This is an optimization exercise on Yosys and OpenROAD, whose aim is small area and a short achievable clock period, not a production implementation.
Function was not checked in any run shown here: the RTL went through the layout flow alone.
Power and IR drop assume default switching activity.

==> design/flow/design.v <==
package robotSensorPkg;
	typedef struct packed {
		logic towerTurn;	 
		logic reserved;
		logic startIn;
		logic [5-1:0] limitSwitch;
		logic [1:0] odoDir;	 
		logic gripperDir;
		logic [1:0] rakeDir;	 
		logic [1:0] propDir;	 
		logic boardId;
	} statusWord_t;
	typedef union packed {
		logic [16-1:0] raw;
		statusWord_t status;
	} regWord_t;
	typedef enum logic [1:0] {
		beaconIdle,
		beaconReceiving,
		beaconGap	 
	} beaconState_t;
endpackage
`timescale 1ns/1ns
module encoderChannel #(
	parameter bit invertDir = 1'b0	 
) (
	input  logic clk,
	input  logic reset,
	input  logic encA,
	input  logic encB,
	input  logic clearCounts,
	output logic [16-1:0] countA,
	output logic [16-1:0] countB,
	output logic dirPositive
);
	logic [1:0] syncA;	 
	logic [1:0] syncB;
	logic prevA;
	logic prevB;
	logic riseA;
	logic riseB;
	always_ff @(posedge clk, posedge reset) begin
		if (reset) begin
			syncA <= '0;
			syncB <= '0;
			prevA <= 1'b0;
			prevB <= 1'b0;
		end else begin
			syncA <= {syncA[0], encA};
			syncB <= {syncB[0], encB};
			prevA <= syncA[1];
			prevB <= syncB[1];
		end
	end
	assign riseA = syncA[1] & ~prevA;
	assign riseB = syncB[1] & ~prevB;
	always_ff @(posedge clk) begin
		if (clearCounts) begin
			countA <= 16'(riseA);
			countB <= 16'(riseB);
		end else begin
			countA <= countA + 16'(riseA);
			countB <= countB + 16'(riseB);
		end
	end
	always_ff @(posedge clk, posedge reset) begin
		if (reset) begin
			dirPositive <= 1'b0;
		end else if (riseA) begin
			dirPositive <= syncB[1] ^ invertDir;
		end
	end
endmodule
`timescale 1ns/1ns
module speedSampler #(
	parameter int unsigned windowCycles = 500000
) (
	input  logic clk,
	input  logic reset,
	input  logic [7-1:0][16-1:0] countA,
	input  logic [7-1:0][16-1:0] countB,
	input  logic towerTick,
	output logic clearCounts,
	output logic running,	 
	output logic speedValid,	 
	output logic [7-1:0][16-1:0] axisSpeed,
	output logic [16-1:0] towerSpeed
);
	logic windowEnd;	 
	logic [16-1:0] towerCount;
	generate
		if (windowCycles == 500000) begin : genLfsr
			localparam logic [18:0] LAST_BUT_ONE = 19'h55a25;
			logic [18:0] winState;
			always_ff @(posedge clk, posedge reset) begin
				if (reset) begin
					winState <= '0;
					windowEnd <= 1'b0;
				end else begin
					winState <= windowEnd ? 19'd0 :
						{winState[17:0], ~(winState[18] ^ winState[17] ^ winState[16] ^ winState[13])};
					windowEnd <= (winState == LAST_BUT_ONE);
				end
			end
		end else begin : genBinary
			localparam int winWidth = (windowCycles > 1) ? $clog2(windowCycles) : 1;
			logic [winWidth-1:0] winCount;
			always_ff @(posedge clk, posedge reset) begin
				if (reset) begin
					winCount <= '0;
				end else if (winCount == winWidth'(windowCycles - 1)) begin
					winCount <= '0;
				end else begin
					winCount <= winCount + 1'b1;
				end
			end
			assign windowEnd = (winCount == winWidth'(windowCycles - 1));
		end
	endgenerate
	always_ff @(posedge clk, posedge reset) begin
		if (reset) begin
			running <= 1'b0;
		end else begin
			running <= 1'b1;
		end
	end
	assign clearCounts = windowEnd | ~running;
	always_ff @(posedge clk) begin
		if (clearCounts) begin
			towerCount <= 16'(towerTick);
		end else begin
			towerCount <= towerCount + 16'(towerTick);
		end
	end
	function automatic logic [16-1:0] halfSum(input logic [16-1:0] x, input logic [16-1:0] y);
		logic [16-1:0] g;
		logic [16-1:0] p;
		logic [16-1:0] gNext;
		logic [16-1:0] pNext;
		g = x & y;
		p = x ^ y;
		for (int d = 1; d < 16; d = d * 2) begin
			gNext = g;
			pNext = p;
			for (int b = d; b < 16; b++) begin
				gNext[b] = g[b] | (p[b] & g[b - d]);
				pNext[b] = p[b] & p[b - d];
			end
			g = gNext;
			p = pNext;
		end
		halfSum = {g[16-1], (x[16-1:1] ^ y[16-1:1]) ^ g[16-2:0]};
	endfunction
	logic [7-1:0][16-1:0] pairHalf;
	always_comb begin
		for (int i = 0; i < 7; i++) begin
			pairHalf[i] = halfSum(countA[i], countB[i]);
		end
	end
	always_ff @(posedge clk, posedge reset) begin
		if (reset) begin
			speedValid <= 1'b0;
		end else if (windowEnd) begin
			speedValid <= 1'b1;
		end
	end
	always_ff @(posedge clk) begin
		if (windowEnd) begin
			axisSpeed <= pairHalf;
			towerSpeed <= towerCount;
		end
	end
endmodule
`timescale 1ns/1ns
module beaconDecoder #(
	parameter int unsigned glitchTicks = 20
) (
	input  logic clk,
	input  logic reset,
	input  logic towerA,
	input  logic laserSync,
	input  logic laserSign,
	input  logic running,	 
	output logic beaconValid,	 
	output logic towerTick,
	output logic towerTurn,
	output logic [16-1:0] beaconStart,
	output logic [16-1:0] beaconEnd
);
	localparam int tickWidth = (glitchTicks > 0) ? $clog2(glitchTicks + 1) : 1;
	logic [1:0] syncTower;
	logic [1:0] syncPulse;
	logic [1:0] syncSign;
	logic towerPrev;
	logic pulsePrev;
	logic turnEdge;	 
	logic signHigh;
	logic [16-1:0] angle;
	robotSensorPkg::beaconState_t state;
	logic [tickWidth-1:0] gapTicks;
	logic [16-1:0] pendingStart;
	logic [16-1:0] pendingEnd;
	logic captureStart;
	logic captureEnd;
	logic holdExpired;
	always_ff @(posedge clk, posedge reset) begin
		if (reset) begin
			syncTower <= '0;
			syncPulse <= '0;
			syncSign <= '0;
			towerPrev <= 1'b0;
			pulsePrev <= 1'b0;
		end else begin
			syncTower <= {syncTower[0], towerA};
			syncPulse <= {syncPulse[0], laserSync};
			syncSign <= {syncSign[0], laserSign};
			towerPrev <= syncTower[1];
			pulsePrev <= syncPulse[1];
		end
	end
	assign towerTick = syncTower[1] & ~towerPrev;
	assign turnEdge = syncPulse[1] & ~pulsePrev;
	assign signHigh = syncSign[1];
	always_ff @(posedge clk, posedge reset) begin
		if (reset) begin
			towerTurn <= 1'b0;
		end else if (turnEdge) begin
			towerTurn <= ~towerTurn;
		end
	end
	always_ff @(posedge clk) begin
		if (turnEdge | ~running) begin
			angle <= '0;
		end else begin
			angle <= angle + 16'(towerTick);
		end
	end
	assign captureStart = (state == robotSensorPkg::beaconIdle) & signHigh;
	assign captureEnd = (state == robotSensorPkg::beaconReceiving) & ~signHigh;
	assign holdExpired = (state == robotSensorPkg::beaconGap) & (gapTicks == tickWidth'(glitchTicks));
	always_ff @(posedge clk, posedge reset) begin
		if (reset) begin
			state <= robotSensorPkg::beaconIdle;
			gapTicks <= '0;
			beaconValid <= 1'b0;
		end else begin
			case (state)
				robotSensorPkg::beaconIdle: begin
					if (captureStart) begin
						state <= robotSensorPkg::beaconReceiving;
					end
				end
				robotSensorPkg::beaconReceiving: begin
					if (captureEnd) begin
						state <= robotSensorPkg::beaconGap;
						gapTicks <= '0;
					end
				end
				robotSensorPkg::beaconGap: begin
					if (holdExpired) begin
						state <= robotSensorPkg::beaconIdle;
						beaconValid <= 1'b1;
					end else if (signHigh) begin
						state <= robotSensorPkg::beaconReceiving;	 
					end else if (towerTick) begin
						gapTicks <= gapTicks + 1'b1;
					end
				end
				default: state <= robotSensorPkg::beaconIdle;
			endcase
		end
	end
	always_ff @(posedge clk) begin
		if (holdExpired) begin
			beaconStart <= pendingStart;
			beaconEnd <= pendingEnd;
		end
	end
	always_ff @(posedge clk) begin
		if (captureStart) begin
			pendingStart <= angle;
		end
		if (captureEnd) begin
			pendingEnd <= angle;	 
		end
	end
endmodule
`timescale 1ns/1ns
module wbRegisterFile (
	input  logic clk,
	input  logic reset,
	input  logic wbCyc,
	input  logic wbStb,
	input  logic wbWe,
	input  logic [4-1:0] wbAdr,
	input  logic [16-1:0] wbDatIn,
	output logic [16-1:0] wbDatOut,
	output logic wbAck,
	input  logic [7-1:0][16-1:0] axisSpeed,
	input  logic [7-1:0] axisDir,
	input  logic [16-1:0] towerSpeed,
	input  logic [16-1:0] beaconStart,
	input  logic [16-1:0] beaconEnd,
	input  logic speedValid,
	input  logic beaconValid,
	input  logic towerTurn,
	input  logic [5-1:0] limitSwitch,
	input  logic startIn,
	input  logic boardId,
	input  logic [1:0] key,
	output logic [1:0] irqN
);
	localparam int syncWidth = 5 + 4;
	logic [syncWidth-1:0] syncStage;
	logic [syncWidth-1:0] syncOut;
	logic [5-1:0] switchSync;
	logic startSync;
	logic idSync;
	logic [1:0] keySync;
	logic [1:0] configLow;	 
	logic [16-3:0] configHigh;	 
	logic configValid;	 
	logic configWrite;
	logic [1:0] configLowNext;
	logic [16-1:0] statusWord;
	logic [16-1:0] readData;
	logic request;
	logic [1:0] irqNLow;	 
	always_ff @(posedge clk, posedge reset) begin
		if (reset) begin
			syncStage <= '0;
			syncOut <= '0;
		end else begin
			syncStage <= {key, boardId, startIn, limitSwitch};
			syncOut <= syncStage;
		end
	end
	assign {keySync, idSync, startSync, switchSync} = syncOut;
	assign statusWord = {towerTurn, 1'b0, startSync, switchSync,
		axisDir[3], axisDir[2], axisDir[4],
		axisDir[6], axisDir[5],
		axisDir[1], axisDir[0], idSync};
	assign request = wbCyc & wbStb & ~wbAck;	 
	always_comb begin
		case (wbAdr)
			4'd0: readData = statusWord;
			4'd1: readData = speedValid ? axisSpeed[0] : '0;
			4'd2: readData = speedValid ? axisSpeed[1] : '0;
			4'd3: readData = speedValid ? axisSpeed[2] : '0;
			4'd4: readData = speedValid ? axisSpeed[3] : '0;
			4'd5: readData = speedValid ? axisSpeed[4] : '0;
			4'd6: readData = speedValid ? axisSpeed[5] : '0;
			4'd7: readData = speedValid ? axisSpeed[6] : '0;
			4'd8: readData = speedValid ? towerSpeed : '0;
			4'd9: readData = beaconValid ? beaconStart : '0;
			4'd10: readData = beaconValid ? beaconEnd : '0;
			4'd11: readData = {configValid ? configHigh : 14'd0, configLow};
			default: readData = '0;	 
		endcase
	end
	assign configWrite = request && wbWe && (wbAdr == 4'(11));
	assign configLowNext = configWrite ? wbDatIn[1:0] : configLow;
	always_ff @(posedge clk, posedge reset) begin
		if (reset) begin
			wbAck <= 1'b0;
			configLow <= '0;
			configValid <= 1'b0;
			irqNLow <= 2'b00;
		end else begin
			wbAck <= request;
			configLow <= configLowNext;	 
			if (configWrite) begin
				configValid <= 1'b1;
			end
			irqNLow <= ~syncStage[syncWidth-1 -: 2] & configLowNext;
		end
	end
	assign irqN = ~irqNLow;
	always_ff @(posedge clk) begin
		if (configWrite) begin
			configHigh <= wbDatIn[16-1:2];
		end
	end
	always_ff @(posedge clk) begin
		wbDatOut <= readData;
	end
endmodule
`timescale 1ns/1ns
module robotSensorTop #(
	parameter int unsigned windowCycles = 500000,
	parameter int unsigned glitchTicks = 20
) (
	input  logic clk,
	input  logic reset,
	input  logic [7-1:0] encA,
	input  logic [7-1:0] encB,
	input  logic towerA,
	input  logic laserSync,
	input  logic laserSign,
	input  logic [5-1:0] limitSwitch,
	input  logic startIn,
	input  logic boardId,
	input  logic [1:0] key,
	input  logic wbCyc,
	input  logic wbStb,
	input  logic wbWe,
	input  logic [4-1:0] wbAdr,
	input  logic [16-1:0] wbDatIn,
	output logic [16-1:0] wbDatOut,
	output logic wbAck,
	output logic [1:0] irqN
);
	localparam logic [7-1:0] invertMask = 7'b0000110;
	logic [7-1:0][16-1:0] countA;
	logic [7-1:0][16-1:0] countB;
	logic [7-1:0][16-1:0] axisSpeed;
	logic [7-1:0] axisDir;
	logic clearCounts;
	logic running;
	logic speedValid;
	logic beaconValid;
	logic towerTick;
	logic towerTurn;
	logic [16-1:0] towerSpeed;
	logic [16-1:0] beaconStart;
	logic [16-1:0] beaconEnd;
	for (genvar g = 0; g < 7; g++) begin : genAxis
		encoderChannel #(.invertDir(invertMask[g])) i_encoder (
			.clk(clk),
			.reset(reset),
			.encA(encA[g]),
			.encB(encB[g]),
			.clearCounts(clearCounts),
			.countA(countA[g]),
			.countB(countB[g]),
			.dirPositive(axisDir[g])
		);
	end
	speedSampler #(.windowCycles(windowCycles)) i_speedSampler (
		.clk(clk),
		.reset(reset),
		.countA(countA),
		.countB(countB),
		.towerTick(towerTick),
		.clearCounts(clearCounts),
		.running(running),
		.speedValid(speedValid),
		.axisSpeed(axisSpeed),
		.towerSpeed(towerSpeed)
	);
	beaconDecoder #(.glitchTicks(glitchTicks)) i_beaconDecoder (
		.clk(clk),
		.reset(reset),
		.towerA(towerA),
		.laserSync(laserSync),
		.laserSign(laserSign),
		.running(running),
		.beaconValid(beaconValid),
		.towerTick(towerTick),
		.towerTurn(towerTurn),
		.beaconStart(beaconStart),
		.beaconEnd(beaconEnd)
	);
	wbRegisterFile i_registerFile (
		.clk(clk),
		.reset(reset),
		.wbCyc(wbCyc),
		.wbStb(wbStb),
		.wbWe(wbWe),
		.wbAdr(wbAdr),
		.wbDatIn(wbDatIn),
		.wbDatOut(wbDatOut),
		.wbAck(wbAck),
		.axisSpeed(axisSpeed),
		.axisDir(axisDir),
		.towerSpeed(towerSpeed),
		.beaconStart(beaconStart),
		.beaconEnd(beaconEnd),
		.speedValid(speedValid),
		.beaconValid(beaconValid),
		.towerTurn(towerTurn),
		.limitSwitch(limitSwitch),
		.startIn(startIn),
		.boardId(boardId),
		.key(key),
		.irqN(irqN)
	);
endmodule
==> design/flow/flow/run.sh <==
#!/bin/bash
# The standard layout, with the port buffers as plain buffers and sizing not tied to footprints
bash standard.sh MATCH_CELL_FOOTPRINT=0 "BUFFER_PORTS_ARGS=-buffer_cell sky130_fd_sc_hd__buf_2" finish > standard.log 2>&1
==> design/flow/standard.sh <==
#!/bin/bash
# synth_recipe.tcl (not shown) runs the flow's synth.tcl, then flattens the netlist and writes it again
# the make line also repeats each setting of config.mk as NAME=value (left out here)
make -C /OpenROAD-flow-scripts/flow DESIGN_CONFIG=/design/flow/config.mk WORK_HOME=/design/flow/orfs CLKGATE_MAP_FILE= SYNTH_SCRIPT=/design/flow/synth_recipe.tcl "${@:-finish}"
==> design/flow/config.mk <==
export PLATFORM = sky130hd
export DESIGN_NAME = robotSensorTop
export DESIGN_NICKNAME = robotSensorTop
export VERILOG_FILES = /design/flow/design.v
export SDC_FILE = /design/flow/constraint.sdc
export NUM_CORES = 4
export LEC_CHECK = 0
export CAP_MARGIN = 20
export CORE_MARGIN = 2
export CORE_UTILIZATION = 40
export SETUP_SLACK_MARGIN = 1.75
export SLEW_MARGIN = 20
==> design/flow/constraint.sdc <==
create_clock -name core_clock -period 4.0 [get_ports {clk}]
set_input_delay 0.8000 -clock core_clock [delete_from_list [all_inputs] [get_ports {clk}]]
set_output_delay 0.8000 -clock core_clock [all_outputs]
set_load 0.01 [all_outputs]
==> results of run 1 <==
[power breakdown]
group	switching, mW	leakage [nW]	internal [mW]
registers	0.125	5.63	6.38
clock network	2.57	1.13	3.80
logic	0.327	5.80	0.192
[what timing repair did]
item                                    CTS  global route
endpoints found under the setup margin  320            96
gates resized for setup                  63           126
pin swaps                                32            57
gates cloned                              1             0
setup buffers                            14            22
[layout make-up]
cell class              instances  area (µm²)
repair buffers                120         768
well taps                     864        1080
inverters                      46         180
clock inverters                43         526
clock buffers                  81        1800
flip-flops and latches        588       14500
fillers                      5939       34600
multi-input cells            1802       12500
[per-stage QoR]
step | total power, mW | worst slack (ps) | hold WS [ps]
after global routing | 13.9 | 1540 | 266
after floorplan | 6.92 | 1260 | 331
after CTS | 13.5 | 1590 | 242
after global placement | 7.10 | 1130 | 332
after detailed placement | 7.12 | 1040 | 336
final | 13.4 | 1610 | 250
[worst paths after layout]
| path | start | endpoint | depth (start not counted) |
|---|---|---|---|
| setup / recovery | genAxis[2].i_encoder.countA[0] | i_speedSampler.axisSpeed[47] | 9 |
| hold / removal | reset | i_speedSampler.genLfsr.winState[12] | 2 |
| setup reg to reg | genAxis[2].i_encoder.countA[0] | i_speedSampler.axisSpeed[47] | 9 |
| hold reg to reg | genAxis[3].i_encoder.syncB[0] | genAxis[3].i_encoder.syncB[1] | 0 |
| max in group asynchronous | reset | i_registerFile.irqNLow[0] | 3 |
| min in group core_clock | limitSwitch[3] | i_registerFile.syncStage[3] | 1 |
[metal layers]
metal / wire length (µm) / part of all wire [%] / vias to the layer above
met1: 29700 / 45 / 9157
met5: 13 / 0.020 / -
li1: - / - / 9135
met4: 1440 / 2.2 / 2
met2: 29200 / 45 / 505
met3: 4910 / 7.5 / 88
[layout by cell type (no fill, tap or decap), types with 54 or more instances in the layout]
cell type	netlist	final
nor2_1	265	256
dfxtp_1	272	233
nand2_1	229	227
edfxtp_1	206	206
xor2_1	167	167
ha_1	144	123
dfrtp_1	110	107
o21ai_0	115	104
a21oi_1	122	102
xnor2_1	102	101
nand3_1	99	96
clkbuf_16	0	69
buf_2	9	68
and3_1	56	54
[state kept, by name, summed over array words and instances (netlist names), 9 cells and up]
register	flops
genAxis.i_encoder.syncB	14
i_speedSampler.genLfsr.winState	19
genAxis.i_encoder.syncA	14
i_speedSampler.towerSpeed	16
i_beaconDecoder.pendingStart	16
i_beaconDecoder.pendingEnd	16
i_beaconDecoder.beaconEnd	16
genAxis.i_encoder.countA	112
i_registerFile.wbDatOut	16
i_speedSampler.towerCount	16
i_registerFile.configHigh	14
i_beaconDecoder.angle	16
i_registerFile.syncStage	9
i_speedSampler.axisSpeed	112
genAxis.i_encoder.countB	112
i_beaconDecoder.beaconStart	16
[cell families after synthesis]
family	count (synthesis)	synth area share [%]
other	1	0.0141
multiplexers	31	1.28
adder cells (fa/ha/maj)	151	7.29
flip-flops	588	54.0
buffers and inverters	108	1.56
AO/OA/AOI/OAI	450	10.9
AND/OR/NAND/NOR	899	16.1
XOR/XNOR	269	8.84
==> results.toml, run 1 <==
[run_status]
status = "no timing/DRC/antenna violations"

[floorplanning]
core_area_um2 = 65900
dieArea_um2 = 68700
die_x_um = 262
boundaryPins = 70
start_util_pct = 40.4
fp.dieH_um = 262
rows = 94

[synthesis]
yosys-top-cells-count = "272 x dfxtp_1, 265 x nor2_1, 229 x nand2_1"
synth-edff-count = 206
ys_seq_area_share_pct = 54.0
synth_top_area_share_pct = 23.2
synth_most_common_cell = "dfxtp_1"
yosysUniqueCellTypes = 72
ys.flop_type = "dfxtp_1"
yosys_warnings = 5
synth_fp_nets = 2699
synth_area_leader_cell = "edfxtp_1"
ys_seq_elements = 588
syn_inst = 2497
synthArstFlopShare_pct = 18.7
ys_top_cells_by_area = "edfxtp_1 23%, dfxtp_1 20%, dfrtp_1 10%, ha_1 6.8%, xor2_1 5.5%"
netlist_area_um2 = 26600
postSynthAreaPerCell_um2 = 10.7

[timing]
rsz0062_at_grt = "yes"
tightest_slew_ps = 1030
fin_crit_sh_pct = 59.9
finClkSkew_ps = 18.9
period_minus_slack_ps = 2390
fmax_mhz = 418
max_slew_margin_pct = 31.3
tns_ps = 0
setup_violations = 0
slew_violations = 0
finalHoldViolCount = 0

[global_route]
grt_pass1_wl_mm = 101
track_usage_pct = 18.9
busiest_layer = "met2"
grt_use_met3_pct = 4.29
use_met1_pct = 26.0
met2_usage_pct = 29.8
grt_pass1_vias = 18200
grt_max_degree = 84
overflow = 0
grt_antenna_before_repair = 5

[layout]
drive_gt1_share_pct = 16.7
final_area_um2 = 31300
area_delta_synth_final_pct = 17.4
final_cells = 3544
diodes = 0
final_core_util_pct = 47.5
nNetsFinal = 2827

[setup_path]
critPathTopFamily = "compound AO/OA/AOI/OAI gates"
crit_path_cell_trace = "and2_4, fa_2, a21oi_2, o21ai_2, o311ai_4, o21ai_2, o31a_1, a221oi_2, o21bai_1"
critPathKind = "flop to flop"
critPathMaxStageDelay_ps = 360
path_common_cell = "o21ai_2"
arrival_ps = 2760
start_kind = "flop"
endpoint_kind = "flop"
r2r_slack_ps = 1610
critPathMaxFanout = 3
cp.required_ps = 4370
cpMaxStageDelayCell = "fa_2"
cp_num_buf_inv = 0

[clocking]
cts_tree = "yes"
htreeDepth = 3
clkSlewWorstSetupHoldPaths_ps = 70
numCtsBuffers = 67
cts.path.max_buffers = 3
cts_root_buffer = "clkbuf_16"
clkSinkCount = 588
insertion_delay_ps = 620
hold_buffers = 0

[detailed_routing]
routed_via_density = 5.33
wire_per_inst_um = 18.4
routed_wl_mm = 65.3
via_count = 18900
drtIter0Drc = 1445
final_antenna_net_count = 0
drc_errors = 0
dr.pass1.iters = 5

[pwr]
power.leakage_nw = 12.6
peakVddDrop_uv = 464
power_density_nw_per_um2 = 428

[place]
port_buffers = 69
post-dp-hpwl_mm = 46.2
post_dp_cell_area_um2 = 28000
gp_congestion = 0.929
dpl.cell_count = 3383

[flow_run]
drv_cap = 0

[min_path]
worstHoldPathType = "input port to asynchronous set/reset pin"
==> run 2: changes to the inputs <==
--- a/design/flow/config.mk
+++ b/design/flow/config.mk
@@ -8,5 +8,5 @@
 export CAP_MARGIN = 20
 export CORE_MARGIN = 2
 export CORE_UTILIZATION = 40
-export SETUP_SLACK_MARGIN = 1.75
+export SETUP_SLACK_MARGIN = 1.6
 export SLEW_MARGIN = 20
==> run 2 against run 1 <==
Effect of this change: first-iteration DRC count fell by 3.4%; cell count fell by 0.56%; total power fell by 1.9%; register-to-register slack barely moved; global-route usage fell by 0.18 points; still clean; via count fell by 1.0%; die area did not move; critical path depth did not move; clock power fell by 3.8%; critical endpoint is now i_speedSampler.axisSpeed[45]; setup slack improved by 8.0 ps.
==> results.toml, run 2 <==
[detailed_routing]
dr.pass1.iters = 5
wire_per_inst_um = 18.1
routed_via_density = 5.31
routed_wl_mm = 63.8
final_antenna_net_count = 0
via_count = 18700
drtIter0Drc = 1396
drc_errors = 0

[clocking]
htreeDepth = 3
cts_root_buffer = "clkbuf_16"
clkSlewWorstSetupHoldPaths_ps = 50
cts_tree = "yes"
insertion_delay_ps = 630
cts.path.max_buffers = 3
numCtsBuffers = 67
hold_buffers = 0
clkSinkCount = 588

[min_path]
hold-path-endpoint = "i_beaconDecoder.syncTower[0]"
worstHoldPathType = "input port to flop"
min_path_cells = 1
min-delay-start = "towerA"

[synthesis]
synth_top_area_share_pct = 23.2
synth_fp_nets = 2699
synth_area_leader_cell = "edfxtp_1"
synth_most_common_cell = "dfxtp_1"
yosysUniqueCellTypes = 72
yosys-top-cells-count = "272 x dfxtp_1, 265 x nor2_1, 229 x nand2_1"
syn_inst = 2497
netlist_area_um2 = 26600
ys_top_cells_by_area = "edfxtp_1 23%, dfxtp_1 20%, dfrtp_1 10%, ha_1 6.8%, xor2_1 5.5%"
ys_seq_elements = 588
yosys_warnings = 5
ys.flop_type = "dfxtp_1"
postSynthAreaPerCell_um2 = 10.7
synth-edff-count = 206
ys_seq_area_share_pct = 54.0
synthArstFlopShare_pct = 18.7

[floorplanning]
core_area_um2 = 65900
boundaryPins = 70
die_x_um = 262
start_util_pct = 40.4
rows = 94
dieArea_um2 = 68700
fp.dieH_um = 262

[layout]
area_delta_synth_final_pct = 14.9
nFillCells = 5975
final_cell_mix = "263 x nor2_1, 259 x dfxtp_1, 229 x nand2_1"
final_core_util_pct = 46.5
final_area_um2 = 30600
drive_gt1_share_pct = 12.1
final_common_cell = "nor2_1"
nNetsFinal = 2805
reg_top3 = "genAxis.i_encoder.countA x112, genAxis.i_encoder.countB x112, i_speedSampler.axisSpeed x112"

[place]
gp_congestion = 0.921
post-dp-hpwl_mm = 46.3
post_dp_cell_area_um2 = 28000
port_buffers = 69
post-place-ws_ps = 1110

[pwr]
power.leakage_nw = 12.4
power_density_nw_per_um2 = 429
peakVddDrop_uv = 429
power_mw = 13.1

[setup_path]
start_kind = "flop"
reg2reg_to = "i_speedSampler.axisSpeed[45]"
r2r_start = "genAxis[2].i_encoder.countA[0]"
cp.required_ps = 4350
critPathMaxFanout = 3
r2r_cells = 9
critPathKind = "flop to flop"
r2r_slack_ps = 1610
arrival_ps = 2730
endpoint_kind = "flop"

[timing]
finClkSkew_ps = 31.5
setup_violations = 0
finalHoldViolCount = 0
tns_ps = 0
slew_violations = 0
fin_crit_sh_pct = 59.7
fmax_mhz = 419
layout_setup_ws_ps = 1610
tightest_slew_ps = 892
rsz0062_at_grt = "yes"
max_slew_margin_pct = 40.6
period_minus_slack_ps = 2390

[global_route]
grt_pass1_wl_mm = 100
overflow = 0
grt_antenna_before_repair = 6
track_usage_pct = 18.8
grt_pass1_vias = 18300
grt_max_degree = 150

[run_status]
status = "no timing/DRC/antenna violations"

[flow_run]
drv_cap = 0
run 2: through the flow:
step | std cells | hold slack, ps
after floorplan | 2497 | 331
after global placement | 3385 | 334
after detailed placement | 3385 | 337
after CTS | 3515 | 233
after global routing | 3522 | 244
final | 3524 | 276
run 2: what timing repair did:
| action | in CTS | in global routing |
|---|---|---|
| pin swaps | 11 | 25 |
| endpoints found under the hold margin | 0 | 0 |
| endpoints found under the setup margin | 15 | 60 |
| buffers inserted | 6 | 7 |
| gates resized for setup | 14 | 58 |
run 2: final cells by class:
cell class | instances | area, µm² | share of cell area, %
Clock buffer | 93 | 1840 | 6.02
Multi-Input combinational cell | 1801 | 12100 | 39.5
Timing Repair Buffer | 99 | 623 | 2.04
Sequential cell | 588 | 14400 | 47.0
Clock inverter | 31 | 389 | 1.27
Tap cell | 864 | 1080 | 3.53
Inverter | 46 | 180 | 0.588
Antenna cell | 2 | 5.00 | 0.0163
run 2: cells by family (layout without fill, tap and decap cells):
group	Yosys count	count (layout)	synth area share, %
and+or+nand+nor	899	899	16.1
DFF	588	588	54.0
AOI/OAI and AO/OA	450	450	10.9
xor gates and xnor gates	269	269	8.84
adders and majority gates	151	151	7.29
buffers and inverters	108	269	1.56
muxes	31	31	1.28
other	1	3	0.0141
run 2: routing by layer:
metal	global-route usage, %	share of wire, %
met4	7.06	3.1
met3	4.94	7.8
met2	28.7	44
met5	0	0.039
met1	25.5	45
run 2: power by group:
part,switching [mW],internal (mW)
logic,0.322,0.185
registers,0.124,6.38
clock network,2.57,3.55
total,3.02,10.1
run 2: worst max-delay path: stages (launching register included):
cell and delay, ps:
dfxtp_2 320, and2_4 150, fa_2 370, a21oi_2 180, o21ai_2 80, o311ai_2 270, o21ai_2 100, o31a_1 300
a31oi_1 220, xnor2_1 130
run 2: worst max path at each step:
stage,startpoint,to,slack [ps],cells past startpoint
floorplan,i_speedSampler.windowEnd,genAxis[0].i_encoder.countB[0],1260,4
global placement,wbAdr[2],i_registerFile.wbDatOut[12],1200,6
detailed placement,wbAdr[0],i_registerFile.irqNLow[0],1110,7
CTS,genAxis[2].i_encoder.countA[0],i_speedSampler.axisSpeed[45],1550,9
global route,genAxis[2].i_encoder.countA[0],i_speedSampler.axisSpeed[47],1460,9
finish,genAxis[2].i_encoder.countA[0],i_speedSampler.axisSpeed[45],1610,9
==> run 3: changes to the inputs <==
--- a/design/flow/config.mk
+++ b/design/flow/config.mk
@@ -8,5 +8,5 @@
 export CAP_MARGIN = 20
 export CORE_MARGIN = 2
 export CORE_UTILIZATION = 40
-export SETUP_SLACK_MARGIN = 1.6
+export SETUP_SLACK_MARGIN = 1.7
 export SLEW_MARGIN = 20
==> run 3 against run 2 <==
Effect of this change: global-route usage grew 0.20 points; clock skew shrank 15 ps; sequential power is essentially flat; worst hold slack gained 13 ps; cell count grew 0.62%; fmax grew 2.9%; synthesized area is the same; non-clock buffer count grew 23; utilization grew 0.64 points; first-iteration DRC count grew 12%; sequential share of layout area shrank 0.50 points; critical path type unchanged; highest routed layer unchanged.
==> results.toml, run 3 <==
[layout]
final_cells = 3546
final_cell_mix = "260 x nor2_1, 234 x dfxtp_1, 229 x nand2_1"
area_delta_synth_final_pct = 16.5
drive_gt1_share_pct = 15.4
nFillCells = 6015
reg_top3 = "genAxis.i_encoder.countA x112, genAxis.i_encoder.countB x112, i_speedSampler.axisSpeed x112"
nNetsFinal = 2828
final_common_cell = "nor2_1"

[global_route]
grt_max_degree = 111
grt_pass1_wl_mm = 101
grt_pass1_vias = 18300
grt_antenna_before_repair = 5
track_usage_pct = 19.0
overflow = 0

[floorplanning]
fp.dieH_um = 262
die_x_um = 262
core_area_um2 = 65900
boundaryPins = 70
rows = 94
start_util_pct = 40.4
dieArea_um2 = 68700

[detailed_routing]
routed_wl_mm = 65.3
drtIter0Drc = 1564
routed_via_density = 5.30
final_antenna_net_count = 0
drc_errors = 0
dr.pass1.iters = 5
via_count = 18800
wire_per_inst_um = 18.4

[pwr]
power_mw = 13.2
power_density_nw_per_um2 = 426
peakVddDrop_uv = 427
power.leakage_nw = 12.5

[synthesis]
yosys-top-cells-count = "272 x dfxtp_1, 265 x nor2_1, 229 x nand2_1"
synth_fp_nets = 2699
ys.flop_type = "dfxtp_1"
netlist_area_um2 = 26600
synth_area_leader_cell = "edfxtp_1"
syn_inst = 2497
synthArstFlopShare_pct = 18.7
ys_seq_area_share_pct = 54.0
yosysUniqueCellTypes = 72
ys_top_cells_by_area = "edfxtp_1 23%, dfxtp_1 20%, dfrtp_1 10%, ha_1 6.8%, xor2_1 5.5%"
synth-edff-count = 206
ys_seq_elements = 588
postSynthAreaPerCell_um2 = 10.7
synth_most_common_cell = "dfxtp_1"
synth_top_area_share_pct = 23.2
yosys_warnings = 5

[clocking]
htreeDepth = 3
clkSinkCount = 588
numCtsBuffers = 67
cts.path.max_buffers = 3
insertion_delay_ps = 610
cts_tree = "yes"
cts_root_buffer = "clkbuf_16"
clkSlewWorstSetupHoldPaths_ps = 60

[run_status]
status = "no timing/DRC/antenna violations"

[timing]
setup_violations = 0
tightest_slew_ps = 915
finalHoldViolCount = 0
tns_ps = 0
fmax_mhz = 431
fin_crit_sh_pct = 58.0
max_slew_margin_pct = 38.8
slew_violations = 0
rsz0062_at_grt = "yes"
finClkSkew_ps = 16.9
period_minus_slack_ps = 2320

[place]
port_buffers = 69
post-dp-hpwl_mm = 47.0
gp_congestion = 0.930
dpl.cell_count = 3388

[setup_path]
critPathKind = "flop to flop"
start_kind = "flop"
critPathMaxFanout = 3
endpoint_kind = "flop"
r2r_slack_ps = 1680
arrival_ps = 2680
cp.required_ps = 4360
r2r_cells = 9

[min_path]
min_path_cells = 1
worstHoldPathType = "input port to flop"

[flow_run]
drv_cap = 0
[run 3: changes by cell type in the layout (fill, tap and decap cells not counted), sizes merged]
cell / before / now
buf: 98 / 121
bufinv: 4 / 3
clkbuf: 94 / 96
clkinv: 20 / 19
clkinvlp: 7 / 4
inv: 46 / 48
[run 3: worst paths after layout]
path                                                     start                                   to
worst max-delay path            genAxis[3].i_encoder.countB[0]         i_speedSampler.axisSpeed[61]
worst min-delay path                                   encA[3]        genAxis[3].i_encoder.syncA[0]
worst max register to register  genAxis[3].i_encoder.countB[0]         i_speedSampler.axisSpeed[61]
worst min register to register   genAxis[0].i_encoder.syncB[0]        genAxis[0].i_encoder.syncB[1]
max in group asynchronous                                reset            i_registerFile.irqNLow[0]
min in group asynchronous                                reset  i_speedSampler.genLfsr.winState[13]
[run 3: cell families (layout without fill, tap and decap cells)]
family | after synthesis | after routing | synth area share, %
compound gates | 450 | 450 | 10.9
xor+xnor | 269 | 269 | 8.84
fa+ha+maj | 151 | 151 | 7.29
buf+inv | 108 | 291 | 1.56
flops | 588 | 588 | 54.0
mux | 31 | 31 | 1.28
other cells | 1 | 3 | 0.0141
simple gates | 899 | 899 | 16.1
[run 3: metrics by stage]
| step | worst slack [ps] | utilization (%) | cell area [µm²] | hold WS, ps |
|---|---|---|---|---|
| after floorplan | 1260 | - | 26800 | 331 |
| after global placement | 1200 | 42.5 | 28000 | 332 |
| after detailed placement | 1140 | 42.5 | 28000 | 336 |
| after CTS | 1570 | 46.4 | 30600 | 251 |
| after global routing | 1560 | 47.1 | 31000 | 257 |
| final | 1680 | 47.1 | 31000 | 289 |
[run 3: report_power, final]
| part | total, mW | internal [mW] | switching (mW) |
|---|---|---|---|
| sequential | 6.51 | 6.38 | 0.122 |
| clock | 6.20 | 3.65 | 2.54 |
| combinational | 0.516 | 0.192 | 0.324 |
| total | 13.2 | 10.2 | 2.99 |
[run 3: layer usage]
metal  routed length, µm  share of wire (%)  track usage, %  vias up
met5                  25              0.038               0        -
met4                2150                3.3            6.94        4
met3                5010                7.7            5.11      122
met2               29000                 44            29.2      471
met1               29100                 45            25.7     9077
li1                    -                  -               -     9132
[run 3: what timing repair did]
action,4_1_cts,5_1_grt
hold buffers,0,0
resized for setup,43,105
gates cloned,0,0
setup endpoints to repair,40,95
buffers inserted,14,19
pin swaps,23,56
[run 3: worst max-delay path, stage by stage (launching register included)]
cell and delay (ps):
dfxtp_2 310, and2_4 150, fa_2 350, a21oi_2 150
o21ai_1 100, a31o_2 280, a221oi_4 310, nor2_1 100
a211oi_2 220, xnor2_1 100
[run 3: final cells by class]
type / count / area (µm²) / area share, %
antenna: 2 / 5.00 / 0.0161
clock buffer: 95 / 1960 / 6.31
clock inverter: 28 / 297 / 0.955
inverter: 46 / 180 / 0.581
multi-input combinational: 1801 / 12300 / 39.7
sequential: 588 / 14400 / 46.5
tap: 864 / 1080 / 3.48
timing repair buffer: 122 / 762 / 2.46
==> run 4: changes to the inputs <==
--- a/design/flow/config.mk
+++ b/design/flow/config.mk
@@ -8,5 +8,7 @@
 export CAP_MARGIN = 20
 export CORE_MARGIN = 2
 export CORE_UTILIZATION = 40
+export CTS_BUF_LIST = sky130_fd_sc_hd__clkbuf_8
+export CTS_CLUSTER_SIZE = 20
 export SETUP_SLACK_MARGIN = 1.7
 export SLEW_MARGIN = 20
==> run 4 against run 3 <==
Effect of this change: non-clock buffer count up 4; clock skew up 29 ps; worst hold slack worse by 120 ps; fmax down 2.2%; cell count up 2.0%; largest cell class unchanged; highest routed layer unchanged.
==> results.toml, run 4 <==
[timing]
fmax_mhz = 422
finClkSkew_ps = 45.8
hold_slack_ps = 166
setup_violations = 0
tns_ps = 0
rsz0062_at_grt = "yes"
slew_violations = 0
tightest_slew_ps = 920
max_slew_margin_pct = 38.5
fin_crit_sh_pct = 59.3
finalHoldViolCount = 0
layout_setup_ws_ps = 1630
period_minus_slack_ps = 2370

[clocking]
hold_buffers = 0
htreeDepth = 3
clkSlewWorstSetupHoldPaths_ps = 60
numCtsBuffers = 100
clkSinkCount = 588
cts_tree = "yes"
insertion_delay_ps = 740
cts_root_buffer = "clkbuf_8"
cts.path.max_buffers = 3

[synthesis]
synth_top_area_share_pct = 23.2
yosys-top-cells-count = "272 x dfxtp_1, 265 x nor2_1, 229 x nand2_1"
synthArstFlopShare_pct = 18.7
synth-edff-count = 206
synth_area_leader_cell = "edfxtp_1"
synth_fp_nets = 2699
ys_seq_area_share_pct = 54.0
netlist_area_um2 = 26600
ys.flop_type = "dfxtp_1"
ys_seq_elements = 588
yosys_warnings = 5
yosysUniqueCellTypes = 72
syn_inst = 2497
postSynthAreaPerCell_um2 = 10.7
synth_most_common_cell = "dfxtp_1"
ys_top_cells_by_area = "edfxtp_1 23%, dfxtp_1 20%, dfrtp_1 10%, ha_1 6.8%, xor2_1 5.5%"

[min_path]
worstHoldPathType = "input port to flop"

[floorplanning]
die_x_um = 262
fp.dieH_um = 262
rows = 94
dieArea_um2 = 68700
boundaryPins = 70
start_util_pct = 40.4
core_area_um2 = 65900

[run_status]
status = "no timing/DRC/antenna violations"

[detailed_routing]
final_antenna_net_count = 0
routed_via_density = 5.29
routed_wl_mm = 66.1
via_count = 19100
dr.pass1.iters = 5
drc_errors = 0
wire_per_inst_um = 18.3
drtIter0Drc = 1371

[setup_path]
critPathMaxStageDelay_ps = 420
cp.required_ps = 4480
crit_path_cell_trace = "ha_1, a21oi_4, buf_4, buf_4, buf_4, buf_4, buf_4, buf_4, buf_4, buf_4, o21bai_1, xor2_1"
start_kind = "flop"
cp_num_buf_inv = 8
endpoint_kind = "flop"
path_common_cell = "buf_4"
critPathTopFamily = "buffers and inverters"
critPathKind = "flop to flop"
arrival_ps = 2850
cpMaxStageDelayCell = "ha_1"
critPathMaxFanout = 5

[place]
port_buffers = 69
post-place-ws_ps = 1140
gp_congestion = 0.930
post-dp-hpwl_mm = 47.0

[layout]
nNetsFinal = 2865
final_common_cell = "nor2_1"
final_cell_mix = "261 x nor2_1, 234 x dfxtp_1, 229 x nand2_1"
nFillCells = 6097
area_delta_synth_final_pct = 15.7
reg_top3 = "genAxis.i_encoder.countA x112, genAxis.i_encoder.countB x112, i_speedSampler.axisSpeed x112"
drive_gt1_share_pct = 16.1
final_core_util_pct = 46.8

[pwr]
power_density_nw_per_um2 = 403
power.leakage_nw = 12.7
peakVddDrop_uv = 277
power_mw = 12.4

[global_route]
track_usage_pct = 19.3
grt_antenna_before_repair = 7
overflow = 0
grt_pass1_wl_mm = 103
grt_max_degree = 111
grt_pass1_vias = 18700

[flow_run]
drv_cap = 0
-- run 4: changes by cell type in the layout (fill, tap and decap cells not counted), moves of 4 or more --
cell / delta
clkbuf_8: +104
buf_4: +4
clkbuf_16: -71
inv_1: +52
clkinv_2: -6
clkbuf_1: -15
-- run 4: routing by layer --
metal	vias up	routed length, µm	track usage, %
met5	-	27	0
met1	9216	30100	26.6
met2	514	29000	29.5
met4	4	2490	7.71
met3	153	4430	4.12
li1	9234	-	-
-- run 4: final timing paths --
check / startpoint / end / slack [ps] / cells past startpoint
max reg2reg: genAxis[3].i_encoder.countA[2] / i_speedSampler.axisSpeed[51] / 1630 / 12
min: limitSwitch[3] / i_registerFile.syncStage[3] / 170 / 1
max in group asynchronous: reset / i_registerFile.irqNLow[1] / 3240 / 3
min in group asynchronous: reset / i_speedSampler.genLfsr.winState[13] / 230 / 3
min reg2reg: genAxis[0].i_encoder.syncB[0] / genAxis[0].i_encoder.syncB[1] / 350 / 0
max: genAxis[3].i_encoder.countA[2] / i_speedSampler.axisSpeed[51] / 1630 / 12
-- run 4: cell families after synthesis --
family | Yosys count | synth area share [%]
xor+xnor | 269 | 8.84
fa+ha+maj | 151 | 7.29
simple gates | 899 | 16.1
compound gates | 450 | 10.9
buf+inv | 108 | 1.56
mux | 31 | 1.28
other cells | 1 | 0.0141
flops | 588 | 54.0
-- run 4: per-stage QoR --
| stage | instance area [µm²] | instances |
|---|---|---|
| finish | 30800 | 3617 |
| global route | 30800 | 3615 |
| CTS | 30400 | 3595 |
| detailed placement | 28000 | 3388 |
| global placement | 28000 | 3388 |
| floorplan | 26800 | 2497 |
-- run 4: what timing repair did --
| item | in CTS | in global routing |
|---|---|---|
| setup buffers | 19 | 18 |
| setup endpoints to repair | 40 | 69 |
| gates resized for setup | 51 | 99 |
| pin swaps | 24 | 57 |
| gates cloned | 0 | 0 |
-- run 4: power by group --
part	internal, mW	switching, mW
registers	6.38	0.123
logic	0.192	0.323
clock network	2.82	2.59
total	9.40	3.03
-- run 4: final cells by class --
| cell class | instances | area (µm²) | area share [%] |
|---|---|---|---|
| repair buffers | 126 | 792 | 2.57 |
| flip-flops and latches | 588 | 14500 | 46.9 |
| inverters | 46 | 180 | 0.584 |
| clock inverters | 75 | 459 | 1.49 |
| multi-input cells | 1801 | 12300 | 39.9 |
| diodes | 4 | 10.0 | 0.0325 |
| clock buffers | 113 | 1560 | 5.05 |
| well taps | 864 | 1080 | 3.51 |
-- run 4: worst register-to-register path: stages (launching register included) --
cell      delay [ps]
dfxtp_1          360
ha_1             420
a21oi_4           80
buf_4            130
buf_4            120
buf_4            120
buf_4            120
buf_4            120
buf_4            120
buf_4            120
buf_4            120
o21bai_1         200
xor2_1           100
==> run 5: changes to the inputs <==
==> design/flow/run.sh (new file) <==
#!/bin/bash
# synth_recipe.tcl (not shown) runs the flow's synth.tcl, then flattens the netlist and writes it again
# the make line also repeats each setting of config.mk as NAME=value (left out here)
make -C /OpenROAD-flow-scripts/flow DESIGN_CONFIG=/design/flow/config.mk WORK_HOME=/design/flow/orfs CLKGATE_MAP_FILE= SYNTH_SCRIPT=/design/flow/synth_recipe.tcl finish
--- a/design/flow/config.mk
+++ b/design/flow/config.mk
@@ -8,7 +8,5 @@
 export CAP_MARGIN = 20
 export CORE_MARGIN = 2
 export CORE_UTILIZATION = 40
-export CTS_BUF_LIST = sky130_fd_sc_hd__clkbuf_8
-export CTS_CLUSTER_SIZE = 20
-export SETUP_SLACK_MARGIN = 1.7
+export SETUP_SLACK_MARGIN = 1.75
 export SLEW_MARGIN = 20
removed: design/flow/flow/run.sh
removed: design/flow/standard.sh
==> run 5 against run 4 <==
Effect of this change: routed wire length is essentially flat; sequential cell count is the same; worst hold slack better by 180 ps; fmax rose by 0.63%; final area up 3.4%; first-iteration DRC count is 7.9% higher; utilization increased by 1.6 points; combinational power grew 7.4%; total power up 7.0%; clock power grew 16%; sequential share of layout area fell by 1.4 points; critical path type unchanged; largest cell class unchanged; largest power group unchanged.
==> results.toml, run 5 <==
[run_status]
status = "no timing/DRC/antenna violations"

[timing]
fmax_mhz = 424
period_minus_slack_ps = 2360
hold_slack_ps = 345
max_slew_margin_pct = 35.8
finClkSkew_ps = 29.4
rsz0062_at_grt = "yes"
tns_ps = 0
fin_crit_sh_pct = 58.9
slew_violations = 0
layout_setup_ws_ps = 1640
finalHoldViolCount = 0
tightest_slew_ps = 962
setup_violations = 0

[setup_path]
path_common_cell = "o21ai_2"
critPathKind = "flop to flop"
r2r_start = "genAxis[2].i_encoder.countA[0]"
endpoint_kind = "flop"
crit_path_cell_trace = "and2_4, fa_2, a21oi_4, o21ai_2, o311ai_4, o21ai_2, o31a_1, a31oi_1, xnor2_1"
arrival_ps = 2700
critPathMaxFanout = 3
worstSetupStartpoint = "genAxis[2].i_encoder.countA[0]"
cp.required_ps = 4340
cpMaxStageDelayCell = "fa_2"
start_kind = "flop"
critPathMaxStageDelay_ps = 360

[floorplanning]
dieArea_um2 = 68700
core_area_um2 = 65900
die_x_um = 262
start_util_pct = 40.4
boundaryPins = 70
fp.dieH_um = 262
rows = 94

[clocking]
cts_tree = "yes"
clkSlewWorstSetupHoldPaths_ps = 60
insertion_delay_ps = 620
cts_root_buffer = "clkbuf_16"
hold_buffers = 0
htreeDepth = 3
cts.path.max_buffers = 3
clkSinkCount = 588
numCtsBuffers = 66

[layout]
nNetsFinal = 2847
drive_gt1_share_pct = 15.0
final_common_cell = "nor2_1"
area_delta_synth_final_pct = 19.6
reg_top3 = "genAxis.i_encoder.countA x112, genAxis.i_encoder.countB x112, i_speedSampler.axisSpeed x112"
final_cell_mix = "258 x nor2_1, 228 x nand2_1, 215 x dfxtp_1"
final_core_util_pct = 48.4
nFillCells = 5917

[synthesis]
synth_most_common_cell = "dfxtp_1"
synthArstFlopShare_pct = 18.7
synth_fp_nets = 2699
synth-edff-count = 206
synth_area_leader_cell = "edfxtp_1"
ys_seq_elements = 588
syn_inst = 2497
ys.flop_type = "dfxtp_1"
netlist_area_um2 = 26600
postSynthAreaPerCell_um2 = 10.7
yosys_warnings = 5
ys_seq_area_share_pct = 54.0
yosys-top-cells-count = "272 x dfxtp_1, 265 x nor2_1, 229 x nand2_1"
synth_top_area_share_pct = 23.2
yosysUniqueCellTypes = 72
ys_top_cells_by_area = "edfxtp_1 23%, dfxtp_1 20%, dfrtp_1 10%, ha_1 6.8%, xor2_1 5.5%"

[place]
post-place-ws_ps = 611
post-dp-hpwl_mm = 47.4
gp_congestion = 0.849
port_buffers = 69

[global_route]
grt_max_degree = 109
track_usage_pct = 19.2
grt_pass1_wl_mm = 101
overflow = 0
grt_antenna_before_repair = 6
grt_pass1_vias = 18000

[detailed_routing]
final_antenna_net_count = 0
wire_per_inst_um = 18.5
dr.pass1.iters = 5
routed_via_density = 5.24
via_count = 18700
drtIter0Drc = 1479
routed_wl_mm = 66.1
drc_errors = 0

[pwr]
power.leakage_nw = 12.7
peakVddDrop_uv = 281
power_density_nw_per_um2 = 418

[min_path]
min-delay-start = "genAxis[3].i_encoder.syncA[0]"
worstHoldPathType = "flop to flop"

[flow_run]
drv_cap = 0
[run 5: changes by cell type in the layout (fill, tap and decap cells not counted), sizes merged]
cell / previous run / this run
buf: 125 / 74
bufinv: 3 / 5
clkbuf: 114 / 90
clkdlybuf4s50: 0 / 47
clkinv: 12 / 20
clkinvlp: 2 / 7
diode: 4 / 3
dlygate4sd2: 0 / 20
dlymetal6s2s: 0 / 1
inv: 104 / 46
[run 5: worst paths after layout]
kind / endpoint / slack [ps] / depth (start not counted)
worst max-delay path: i_speedSampler.axisSpeed[45] / 1640 / 9
worst min-delay path: genAxis[3].i_encoder.syncA[1] / 350 / 0
worst max register to register: i_speedSampler.axisSpeed[45] / 1640 / 9
worst min register to register: genAxis[3].i_encoder.syncA[1] / 350 / 0
max in group asynchronous: i_beaconDecoder.state[0] / 2540 / 4
min in group asynchronous: genAxis[2].i_encoder.syncB[0] / 660 / 2
[run 5: cell type report]
class / count / area, µm² / share of cell area [%]
clock inverters: 32 / 425 / 1.34
repair buffers: 142 / 1310 / 4.12
diodes: 3 / 7.51 / 0.0236
well taps: 864 / 1080 / 3.39
inverters: 46 / 180 / 0.565
clock buffers: 90 / 1870 / 5.86
flip-flops and latches: 588 / 14500 / 45.4
multi-input cells: 1801 / 12500 / 39.3
[run 5: kinds of logic after synthesis]
group,share of synthesized area (%)
simple gates,16.1
fa+ha+maj,7.29
other cells,0.0141
buf+inv,1.56
flops,54.0
mux,1.28
xor+xnor,8.84
compound gates,10.9
[run 5: routing by layer]
metal	up-vias	share of wire (%)	global-route usage, %
met4	2	3.3	7.20
met1	9036	46	26.7
li1	9167	-	-
met2	374	45	29.5
met3	97	5.6	3.76
met5	-	0.012	0
[run 5: power breakdown]
group	total (mW)	internal, mW	switching (mW)
clock network	6.25	3.67	2.58
logic	0.553	0.229	0.324
registers	6.51	6.38	0.127
[run 5: timing repair]
action | CTS | global route
setup endpoints to repair | 120 | 65
setup buffers | 28 | 23
resized for setup | 90 | 126
pin swaps | 42 | 43
[run 5: per-stage QoR]
step                      instances  total power, mW  instance area [µm²]
after CTS                      3540             13.5                31200
after detailed placement       3390             7.17                28500
after floorplan                2497             6.93                26900
final                          3566             13.3                31900
after global placement         3390             7.14                28500
after global routing           3563             13.8                31900
[run 5: worst max-delay path, delay by kind of cell, from the launching register on]
kind	cells	cell delay (ps)
xor gates and xnor gates	1	140
and+or+nand+nor	1	150
AOI/OAI and AO/OA	6	1110
adders and majority gates	1	360
DFF	1	310
==> run 6: changes to the inputs <==
==> design/flow/flow/run.sh (new file) <==
#!/bin/bash
# The standard layout, with the port buffers as plain buffers, sizing not tied to
# footprints, and clock tree synthesis without dummy loads
bash standard.sh MATCH_CELL_FOOTPRINT=0 "BUFFER_PORTS_ARGS=-buffer_cell sky130_fd_sc_hd__buf_2" \
  "CTS_ARGS=-sink_clustering_enable -repair_clock_nets -dont_use_dummy_load" finish > standard.log 2>&1
==> design/flow/standard.sh (new file) <==
#!/bin/bash
# synth_recipe.tcl (not shown) runs the flow's synth.tcl, then flattens the netlist and writes it again
# the make line also repeats each setting of config.mk as NAME=value (left out here)
make -C /OpenROAD-flow-scripts/flow DESIGN_CONFIG=/design/flow/config.mk WORK_HOME=/design/flow/orfs CLKGATE_MAP_FILE= SYNTH_SCRIPT=/design/flow/synth_recipe.tcl "${@:-finish}"
--- a/design/flow/config.mk
+++ b/design/flow/config.mk
@@ -8,5 +8,5 @@
 export CAP_MARGIN = 20
 export CORE_MARGIN = 2
 export CORE_UTILIZATION = 40
-export SETUP_SLACK_MARGIN = 1.75
+export SETUP_SLACK_MARGIN = 1.7
 export SLEW_MARGIN = 20
removed: design/flow/run.sh
==> run 6 against run 5 <==
Effect of this change: still clean on timing, DRC and antenna; final area decreased by 4.2%; first-iteration DRC count increased by 2.0%; utilization decreased by 2.0 points; combinational power decreased by 6.7%; sequential power about the same; non-clock buffer count decreased by 18; clock power decreased by 18%; largest cell class unchanged; largest power group unchanged; highest routed layer unchanged.
==> results.toml, run 6 <==
[run_status]
status = "no timing/DRC/antenna violations"

[synthesis]
ys.flop_type = "dfxtp_1"
yosys-top-cells-count = "272 x dfxtp_1, 265 x nor2_1, 229 x nand2_1"
synth_area_leader_cell = "edfxtp_1"
synthArstFlopShare_pct = 18.7
synth_fp_nets = 2699
synth_most_common_cell = "dfxtp_1"
netlist_area_um2 = 26600
synth_top_area_share_pct = 23.2
yosys_warnings = 5
syn_inst = 2497
synth-edff-count = 206
ys_top_cells_by_area = "edfxtp_1 23%, dfxtp_1 20%, dfrtp_1 10%, ha_1 6.8%, xor2_1 5.5%"
ys_seq_area_share_pct = 54.0
yosysUniqueCellTypes = 72
ys_seq_elements = 588
postSynthAreaPerCell_um2 = 10.7

[floorplanning]
start_util_pct = 40.4
die_x_um = 262
rows = 94
dieArea_um2 = 68700
boundaryPins = 70
core_area_um2 = 65900
fp.dieH_um = 262

[global_route]
grt_antenna_before_repair = 5
grt_pass1_wl_mm = 100
grt_pass1_vias = 18200
track_usage_pct = 18.9
grt_max_degree = 111
overflow = 0

[layout]
final_cell_mix = "257 x nor2_1, 232 x dfxtp_1, 229 x nand2_1"
drive_gt1_share_pct = 14.8
final_area_um2 = 30500
regArea_um2 = 14500
final_common_cell = "nor2_1"
reg_top3 = "genAxis.i_encoder.countA x112, genAxis.i_encoder.countB x112, i_speedSampler.axisSpeed x112"
nNetsFinal = 2830
area_delta_synth_final_pct = 14.6
multi_input_area_um2 = 12400
nFillCells = 6074

[place]
port_buffers = 69
post-dp-hpwl_mm = 47.0
gp_congestion = 0.930
post-place-ws_ps = 1140
post_dp_cell_area_um2 = 28000

[timing]
hold_slack_ps = 297
finalHoldViolCount = 0
rsz0062_at_grt = "yes"
fin_crit_sh_pct = 58.6
fmax_mhz = 427
layout_setup_ws_ps = 1660
tightest_slew_ps = 955
finClkSkew_ps = 61.1
max_slew_margin_pct = 36.2
tns_ps = 0
period_minus_slack_ps = 2340
setup_violations = 0
slew_violations = 0

[setup_path]
r2r_start = "genAxis[2].i_encoder.countA[0]"
critPathMaxFanout = 3
reg2reg_to = "i_speedSampler.axisSpeed[45]"
cp.required_ps = 4300
critPathKind = "flop to flop"
cp_num_buf_inv = 0
r2r_cells = 9
r2r_slack_ps = 1660
cpMaxStageDelayCell = "fa_2"
critPathMaxStageDelay_ps = 370
crit_path_cell_trace = "and2_4, fa_2, a21oi_4, o21ai_2, o311ai_2, o21ai_2, o31a_1, a31oi_1, xnor2_1"
start_kind = "flop"
path_common_cell = "o21ai_2"
critPathTopFamily = "compound AO/OA/AOI/OAI gates"
arrival_ps = 2650
endpoint_kind = "flop"

[clocking]
cts_tree = "yes"
cts.path.max_buffers = 3
numCtsBuffers = 67
insertion_delay_ps = 600
clkSinkCount = 588
clkSlewWorstSetupHoldPaths_ps = 60
htreeDepth = 3
hold_buffers = 0
cts_root_buffer = "clkbuf_16"

[detailed_routing]
via_count = 18700
drtIter0Drc = 1509
routed_via_density = 5.36
dr.pass1.iters = 6
wire_per_inst_um = 18.6
final_antenna_net_count = 0
routed_wl_mm = 65.0
drc_errors = 0

[flow_run]
drv_cap = 0

[min_path]
worstHoldPathType = "input port to flop"
min_path_cells = 1
hold-path-endpoint = "i_registerFile.syncStage[3]"
min-delay-start = "limitSwitch[3]"

[pwr]
power_density_nw_per_um2 = 398
power.leakage_nw = 12.3
peakVddDrop_uv = 424
[run 6: where the power goes]
part	internal, mW	leakage [nW]	switching [mW]	total (mW)
logic	0.192	5.81	0.324	0.516
clock network	2.93	0.826	2.19	5.13
registers	6.39	5.63	0.123	6.51
total	9.51	12.3	2.64	12.2
[run 6: how the worst max path moves through the flow]
| stage | endpoint | slack [ps] | start | depth (start not counted) |
|---|---|---|---|---|
| floorplan | genAxis[0].i_encoder.countB[0] | 1260 | i_speedSampler.windowEnd | 4 |
| global placement | i_registerFile.wbDatOut[7] | 1200 | wbAdr[2] | 6 |
| detailed placement | i_registerFile.wbDatOut[12] | 1140 | wbAdr[2] | 6 |
| CTS | i_speedSampler.axisSpeed[45] | 1550 | genAxis[2].i_encoder.countB[0] | 9 |
| global route | i_speedSampler.axisSpeed[47] | 1510 | genAxis[2].i_encoder.countB[0] | 9 |
| finish | i_speedSampler.axisSpeed[45] | 1660 | genAxis[2].i_encoder.countA[0] | 9 |
[run 6: stage by stage]
step / util, % / std cells / total power [mW]
floorplan: - / 2497 / 6.92
global placement: 42.5 / 3388 / 7.10
detailed placement: 42.5 / 3388 / 7.12
CTS: 45.5 / 3467 / 12.3
global route: 46.3 / 3490 / 12.6
finish: 46.4 / 3493 / 12.2
[run 6: metal layers]
| metal | global-route usage (%) | part of all wire, % | vias to the layer above |
|---|---|---|---|
| met5 | 0 | 0.038 | - |
| li1 | - | - | 9079 |
| met2 | 28.9 | 44 | 453 |
| met1 | 25.6 | 45 | 9045 |
| met4 | 6.94 | 3.6 | 4 |
| met3 | 5.07 | 7.5 | 128 |
[run 6: cell type report]
cell class	count	share of cell area [%]
flip-flops and latches	588	47.3
multi-input cells	1801	40.5
clock buffers	67	5.49
well taps	864	3.54
repair buffers	124	2.53
inverters	46	0.590
diodes	3	0.0246
[run 6: cell families (layout without fill, tap and decap cells)]
logic type	after synthesis	in the layout	synth area share, %
AOI/OAI and AO/OA	450	450	10.9
other	1	4	0.0141
xor gates and xnor gates	269	269	8.84
adders and majority gates	151	151	7.29
DFF	588	588	54.0
muxes	31	31	1.28
and+or+nand+nor	899	899	16.1
buffers and inverters	108	237	1.56
[run 6: repair_timing]
| action | in CTS | in global routing |
|---|---|---|
| gates resized for setup | 45 | 118 |
| buffers inserted | 12 | 23 |
| pin swaps | 24 | 64 |
| setup endpoints to repair | 40 | 99 |
==> run 7: changes to the inputs <==
--- a/design/flow/config.mk
+++ b/design/flow/config.mk
@@ -7,6 +7,7 @@
 export LEC_CHECK = 0
 export CAP_MARGIN = 20
 export CORE_MARGIN = 2
-export CORE_UTILIZATION = 40
+export CORE_UTILIZATION = 55
+export PLACE_DENSITY = 0.67
 export SETUP_SLACK_MARGIN = 1.7
 export SLEW_MARGIN = 20
==> run 7 against run 6 <==
Effect of this change: setup slack lost 3.8 ps; worst hold slack lost 29 ps; clock skew shrank 2.4 ps; synthesized cell count is the same; critical endpoint is now i_speedSampler.axisSpeed[47]; largest cell class unchanged; largest power group unchanged; first-iteration DRC count shrank 9.5%; still clean on timing, DRC and antenna; synthesized area is the same; clock power shrank 8.8%; sequential share of layout area grew 0.95 points; critical path type unchanged; total power shrank 3.6%; final area shrank 2.2%; utilization grew 16 points; highest routed layer unchanged.
==> results.toml, run 7 <==
[synthesis]
synth-edff-count = 206
synth_area_leader_cell = "edfxtp_1"
ys.flop_type = "dfxtp_1"
ys_seq_elements = 588
yosysUniqueCellTypes = 72
synth_top_area_share_pct = 23.2
ys_seq_area_share_pct = 54.0
synth_most_common_cell = "dfxtp_1"
yosys_warnings = 5
syn_inst = 2497
synth_fp_nets = 2699
synthArstFlopShare_pct = 18.7
yosys-top-cells-count = "272 x dfxtp_1, 265 x nor2_1, 229 x nand2_1"
postSynthAreaPerCell_um2 = 10.7
netlist_area_um2 = 26600
ys_top_cells_by_area = "edfxtp_1 23%, dfxtp_1 20%, dfrtp_1 10%, ha_1 6.8%, xor2_1 5.5%"

[setup_path]
reg2reg_to = "i_speedSampler.axisSpeed[47]"
endpoint_kind = "flop"
r2r_start = "genAxis[2].i_encoder.countA[0]"
arrival_ps = 2690
cpMaxStageDelayCell = "fa_2"
worstSetupStartpoint = "genAxis[2].i_encoder.countA[0]"
r2r_slack_ps = 1650
cp_num_cells = 9
start_kind = "flop"
critPathMaxFanout = 3
cp.required_ps = 4340
r2r_cells = 9
crit_path_cell_trace = "and2_4, fa_2, a21oi_4, o21ai_2, o311ai_2, o21ai_2, o31a_1, a221oi_2, o21bai_1"
cp_num_buf_inv = 0
critPathMaxStageDelay_ps = 390
critPathTopFamily = "compound AO/OA/AOI/OAI gates"
critPathKind = "flop to flop"
endpoint = "i_speedSampler.axisSpeed[47]"
path_common_cell = "o21ai_2"

[pwr]
power_mw = 11.7
peakVddDrop_uv = 370
power_density_nw_per_um2 = 392
power.leakage_nw = 12.1

[detailed_routing]
drc_errors = 0
final_antenna_net_count = 0
routed_via_density = 5.74
wl_met1_mm = 27.5
routed_wl_mm = 60.8
via_count = 18500
wire_per_inst_um = 18.9
wl_met2_mm = 28.4
wl_met3_mm = 3.24
drtIter0Drc = 1365
dr.pass1.iters = 6
top_layer_used = "met5"

[clocking]
clkSinkCount = 588
htreeDepth = 2
clkSlewWorstSetupHoldPaths_ps = 60
cts.path.max_buffers = 3
cts_root_buffer = "clkbuf_16"
hold_buffers = 0
numCtsBuffers = 60
insertion_delay_ps = 630
cts_tree = "yes"

[layout]
nNetsFinal = 2809
reg_top3 = "genAxis.i_encoder.countA x112, genAxis.i_encoder.countB x112, i_speedSampler.axisSpeed x112"
final_common_cell = "nor2_1"
area_delta_synth_final_pct = 12.1
final_cells = 3223
drive_gt1_share_pct = 13.2
final_cell_mix = "258 x nor2_1, 242 x dfxtp_1, 228 x nand2_1"

[timing]
max_slew_margin_pct = 35.5
rsz0062_at_grt = "yes"
slew_violations = 0
tightest_slew_ps = 966
finClkSkew_ps = 58.6
setup_violations = 0
fmax_mhz = 426
tns_ps = 0
fin_crit_sh_pct = 58.7
finalHoldViolCount = 0
period_minus_slack_ps = 2350

[floorplanning]
die_x_um = 224
boundaryPins = 70
start_util_pct = 55.8
dieArea_um2 = 50200
core_area_um2 = 47700
rows = 80
fp.dieH_um = 224

[global_route]
track_usage_pct = 24.1
grt_pass1_wl_mm = 95.0
grt_pass1_vias = 17700
grt_max_degree = 144
overflow = 0
grt_antenna_before_repair = 3

[run_status]
status = "no timing/DRC/antenna violations"

[flow_run]
drv_cap = 0

[place]
port_buffers = 69
gp_congestion = 0.880
post-dp-hpwl_mm = 43.9
dpl.cell_count = 3135

[min_path]
worstHoldPathType = "input port to flop"
run 7: changes by cell type in the layout (fill, tap and decap cells not counted), sizes merged:
cell    delta
buf       -14
clkbuf     -7
run 7: final cells by class:
class / count / area [µm²]
Tap cell: 615 / 769
Multi-Input combinational cell: 1801 / 12300
Sequential cell: 588 / 14400
Inverter: 46 / 180
Timing Repair Buffer: 110 / 693
Fill cell: 3799 / 17900
Antenna cell: 3 / 7.51
Clock buffer: 60 / 1500
run 7: worst register-to-register path, cell delays in order, from the launching register on:
cell and delay [ps]:
dfxtp_2 320, and2_4 150, fa_2 390, a21oi_4 150, o21ai_2 90, o311ai_2 280
o21ai_2 100, o31a_1 290, a221oi_2 250, o21bai_1 90
run 7: logic make-up (layout without fill, tap and decap cells):
logic type,Yosys count,in the layout,share of synthesized area [%]
simple gates,899,899,16.1
flops,588,588,54.0
compound gates,450,450,10.9
xor+xnor,269,269,8.84
fa+ha+maj,151,151,7.29
buf+inv,108,216,1.56
mux,31,31,1.28
other cells,1,4,0.0141
run 7: how the worst min path moves through the flow:
stage | from | end | slack (ps) | cells after the start
after floorplan | genAxis[0].i_encoder.syncA[0] | genAxis[0].i_encoder.syncA[1] | 330 | 0
after global placement | genAxis[5].i_encoder.syncB[0] | genAxis[5].i_encoder.syncB[1] | 330 | 0
after detailed placement | i_registerFile.syncStage[6] | i_registerFile.syncOut[6] | 330 | 0
after CTS | key[1] | i_registerFile.syncStage[8] | 230 | 1
after global routing | key[1] | i_registerFile.syncStage[8] | 240 | 1
final | key[1] | i_registerFile.syncStage[8] | 270 | 1
run 7: where the power goes:
group | switching (mW) | internal [mW]
Clock | 2.08 | 2.60
Sequential | 0.124 | 6.39
Combinational | 0.329 | 0.193
run 7: per-layer routing:
metal  up-vias  GRT usage (%)
met5         -              0
met4         2           7.44
met3        90           3.95
met2       396           39.3
met1      8971           33.2
li1       9039              -
run 7: timing repair:
item                       CTS  global route
resized for setup           45            90
pin swaps                   24            43
setup buffers               11            14
gates cloned                 0             0
setup endpoints to repair   49            79
run 7: stage by stage:
stage | utilization [%] | setup slack [ps] | instance area, µm² | hold slack, ps
5_1_grt | 62.6 | 1520 | 29900 | 244
4_1_cts | 61.7 | 1530 | 29400 | 234
6_report | 62.6 | 1650 | 29900 | 268
3_5_place_dp | 58.0 | 1110 | 27700 | 335
2_1_floorplan | - | 1260 | 26800 | 331
3_3_place_gp | 58.0 | 1180 | 27700 | 335

[separate check: timing with driven ports]
Ports are ideal in the flow. The routed layouts listed here were re-timed in OpenROAD. Step 1 sets driving cells, clkbuf_16 on the clock port and buf_2 on the other inputs (assumed; they add their load-dependent delay and slew). Step 2 adds t to the input delays and takes it off the output delays; t is the mean of the earliest and latest rising clock arrival at the registers after step 1. Input paths then give back, and output paths get back, about the clock's delay inside the block. Three values: no drivers, after step 1, after step 2; two values: the first two.
| run | shift t [ns] | setup slack, ns | worst setup path after step 2 | clock arrival spread, ns | worst data-port slew with drivers (ns) |
|---|---|---|---|---|---|
| run 1 | 0.671 | 1.605 / 1.605 / 1.086 | input to register | 0.023 / 0.023 | 0.11 |
| run 2 | 0.674 | 1.613 / 1.613 / 1.032 | input to register | 0.034 / 0.033 | 0.12 |
| run 3 | 0.665 | 1.682 / 1.682 / 1.138 | input to register | 0.021 / 0.021 | 0.12 |
| run 4 | 0.782 | 1.629 / 1.629 / 1.111 | input to register | 0.047 / 0.048 | 0.12 |
| run 5 | 0.672 | 1.644 / 1.644 / 1.109 | input to register | 0.030 / 0.030 | 0.11 |
| run 6 | 0.636 | 1.656 / 1.656 / 1.183 | input to register | 0.064 / 0.064 | 0.12 |
| run 7 | 0.663 | 1.652 / 1.652 / 1.279 | input to register | 0.064 / 0.065 | 0.08 |
After both steps every run listed still meets setup and hold. For run 2, which loses most, drivers alone change the setup slack by 0.000 ns; drivers and shift together by -0.581 ns.
